Context: an optimization exercise on an open-source flow, tuned for small area, a short achievable clock period and few clock cycles per item. The choices shown serve that exercise and are no tape-out recipe.
Function was checked by simulation only, so behaviour that the tests miss may differ from the original.

// trade_record_varint_parser
module trade_record_varint_parser (
  input  logic                clk_i,
  input  logic                rst_ni,
  input  logic                in_valid_i,
  output logic                in_stall_o,
  input  logic [8:0]          in_data_i,
  output logic                out_valid_o,
  input  logic                out_stall_i,
  output logic [430:0]        out_data_o,
  input  logic                psel,
  input  logic                penable,
  input  logic                pwrite,
  input  logic [2:0]          paddr,
  input  logic [31:0]         pwdata,
  output logic [31:0]         prdata,
  output logic                pready
);
export LEC_CHECK = 0
export CAP_MARGIN = 20
export CORE_MARGIN = 2
export CORE_UTILIZATION = 65
export CTS_CLUSTER_DIAMETER = 60
export CTS_CLUSTER_SIZE = 25
export SLEW_MARGIN = 20
create_clock -name core_clock -period 10.0 [get_ports {clk_i}]
standard.sh (not shown) runs the stock make flow with config.mk's settings and CLKGATE_MAP_FILE= SYNTH_SCRIPT=/design/flow/synth_recipe.tcl, a recipe that flattens the netlist after the stock synthesis.
==> flow/flow/run.sh <==
#!/bin/bash
set -euo pipefail
bash standard.sh \
  "BUFFER_PORTS_ARGS=-buffer_cell sky130_fd_sc_hd__buf_1" \
  SETUP_SLACK_MARGIN=6.6 \
  finish > flow_make.log 2>&1
Testbench counts at the start, summed over its fixed seeds: cycles 19,190, bytes 19,095.
Change:
--- a/flow/design.v
+++ b/flow/design.v
@@ -100,40 +100,33 @@
     end else if (psel && penable && pwrite) begin
       if (paddr[2]) start_q <= pwdata[15:0];
       else          rc_q    <= pwdata[15:0];
     end
   end
   always_ff @(posedge clk_i) begin
     prd_q <= paddr[2] ? start_q : rc_q;
   end
-  logic [8:0] ib_q, sk_q, ib_d;
-  logic [6:1] ibpw_q;             
-  logic       iborb_q;            
+  logic [8:0] ib_q, sk_q;
   logic       ib_v_q, sk_v_q;
   logic       accept, take, ib_load;
   assign in_stall_o = sk_v_q;
-  assign ib_d       = sk_v_q ? sk_q : in_data_i;
   assign accept     = in_valid_i && !sk_v_q;
   assign ib_load    = !ib_v_q || take;
   always_ff @(posedge clk_i or negedge rst_ni) begin
     if (!rst_ni) begin
       ib_v_q <= 1'b0;
       sk_v_q <= 1'b0;
     end else begin
       if (ib_load) ib_v_q <= sk_v_q || accept;
       sk_v_q <= sk_v_q ? !ib_load : (accept && !ib_load);
     end
   end
   always_ff @(posedge clk_i) begin
-    if (ib_load) begin
-      ib_q    <= ib_d;
-      iborb_q <= |ib_d[7:1];
-      for (int k = 1; k < 7; k++) ibpw_q[k] <= |(ib_d[7:1] & ((7'b1 << k) - 7'b1));
-    end
+    if (ib_load) ib_q <= sk_v_q ? sk_q : in_data_i;
     if (!sk_v_q) sk_q <= in_data_i;
   end
   logic [6:0]      ph_q;
   logic [10:0]     minute_q;      
   logic [62:0]     acc_q;         
   logic            sign_q, invar_q;
   logic [8:0]      g_q;           
   logic [8:1]      nzb_q, nzb_d;
@@ -211,28 +204,28 @@
   assign tbad     = t_word >= 16'(trvp_pkg::MinutesPerDay);
   assign block    = (ov_q || clr_q) && (be || (act && (vph || (ph_q[PTHi] && tbad))));
   assign proc     = act && !block;
   assign replay   = rec_done && be && more;
   assign take     = ib_v_q && !block && !(act && replay);
   assign pe_reset = take && be;
   logic [MagW-1:0] por_acc, por_nx;
   logic [6:0]      pw;            
-  logic            nz_nx;
   logic            orb;
   always_comb begin
     for (int i = 0; i < MagW; i++) begin
       if (i < 6) por_acc[i] = |(acc_q[5:0] & ((6'b1 << i) - 6'b1));
       else       por_acc[i] = nzb_q[(i - 6) / 7 + 1]
                             | (|(acc_q[6 + 7 * ((i - 6) / 7) +: 7] & ((7'b1 << ((i - 6) % 7)) - 7'b1)));
     end
   end
   always_comb begin
-    pw  = {ibpw_q, 1'b0};
-    orb = iborb_q;
+    pw[0] = 1'b0;
+    for (int k = 1; k < 7; k++) pw[k] = pw[k - 1] | b[k - 1];
+    orb = pw[6] | b[6];
     for (int i = 0; i < MagW; i++) begin
       if (first) begin
         por_nx[i] = (i < 6) ? pw[i] : pw[6];
       end else if (i < 6) begin
         por_nx[i] = por_acc[i];
       end else begin
         por_nx[i] = por_acc[i]
                   | (g_q[(i - 6) / 7] & pw[(i - 6) % 7])
@@ -241,18 +234,18 @@
     end
   end
   assign por   = {1'b0, 1'b0, por_nx};
   always_comb begin
     for (int k = 1; k <= 8; k++) begin
       nzb_d[k] = first ? pw[6] : (nzb_q[k] | (orb & (|(g_q & ((9'b1 << (k - 1)) - 9'b1)))));
     end
   end
-  assign nz_nx = por_nx[MagW-1] | acc_nx[MagW-1];    
-  assign val   = {2'b00, acc_nx} ^ ({{2{sign_nx & nz_nx}}, {MagW{sign_nx}} & por_nx});
+  assign val   = {2'b00, acc_nx} ^ ({{2{sign_nx & (|por_nx[MagW-1:MagW-1] | acc_nx[MagW-1])}},
+                                      {MagW{sign_nx}} & por_nx});
   trvp_add #(.W(32)) u_sum_lo (.a_i(price_q[31:0]), .b_i(f0_q[31:0]), .ci_i(1'b0),
                                .s_o(sum_lo), .co_o(cy_lo));
   trvp_add #(.W(32)) u_sum_hi (.a_i({1'b0, price_q[62:32]}), .b_i({f0_q[62], f0_q[62:32]}),
                                .ci_i(cy_q), .s_o(sum_hi), .co_o());
   assign ovf = !f0_q[62] && sum_hi[31];
   trvp_add #(.W(16)) u_cinc (.a_i(cnt_q), .b_i(16'd1), .ci_i(1'b0), .s_o(cnt_inc), .co_o());
   trvp_add #(.W(16)) u_cinc2 (.a_i(cnt_q), .b_i(16'd2), .ci_i(1'b0), .s_o(cnt_inc2), .co_o());
   trvp_add #(.W(17)) u_abs (.a_i({1'b0, start_q}), .b_i({1'b0, cnt_q}), .ci_i(1'b0),
@@ -328,21 +321,21 @@
       sign_q <= sign_nx;
       g_q    <= first ? 9'b1 : (g_q << 1);
       nzb_q  <= nzb_d;
     end
     if ((proc && vph) || clr_q) acc_q <= (ph_q[PF4] && fend) ? val[62:0] : {1'b0, acc_nx};
     if ((proc && fend && ph_q[PF0]) || clr_q) f0_q <= val[62:0];
     if ((proc && fend && ph_q[PF1]) || clr_q) begin
       f1_q   <= acc_nx;
-      vneg_q <= sign_nx && nz_nx;
+      vneg_q <= sign_nx && (|acc_nx);
     end
     if ((proc && fend && ph_q[PF2]) || clr_q) begin
       f2_q   <= acc_nx;
-      oneg_q <= sign_nx && nz_nx;
+      oneg_q <= sign_nx && (|acc_nx);
     end
     if ((proc && fend && ph_q[PF3]) || clr_q) f3_q <= val[62:0];
     if (upd_q) cy_q <= cy_lo;
     if (upd2_q) begin
       ovf_q  <= ovf;
       negp_q <= sum_hi[31];
     end
     if ((pz_q && !ov_q) || clr_q) begin
=> Synthesized cell count goes up by 2.2%; maximum frequency hardly moves; utilization goes up by 0.21 points; count of clock-buffer cells in the layout does not change; area after synthesis goes up by 0.60%.
Testbench counts after the change, summed over its fixed seeds: cycles 19,190, bytes 19,095.

## re-timing with driven ports
In the flow no input, the clock included, has a driving cell. The finished layouts below were timed again as built, in two steps. Step 1 sets driving cells, clkbuf_16 on the clock port and buf_2 on the other inputs (assumed; they add their load-dependent delay and slew). Step 2 moves the port delays by t, midway between the first and last clock arrival at a register: inputs arrive t later, outputs are due t later. That takes back most of the time a late clock gives input paths. a / b / c = ideal / step 1 / step 2; a / b = the first two.
run | t, ns | slack for setup (ns) | worst data-port slew with drivers (ns) | cell pins on the clock port's net
the first run | 0.629 | 6.653 / 6.593 / 6.284 | 0.08 | 1
the second run | 0.631 | 6.645 / 6.589 / 6.132 | 0.06 | 1
After both steps setup and hold are still met in every run listed. For the second run, which loses most, drivers alone change the setup slack by -0.056 ns; drivers and shift together by -0.513 ns.
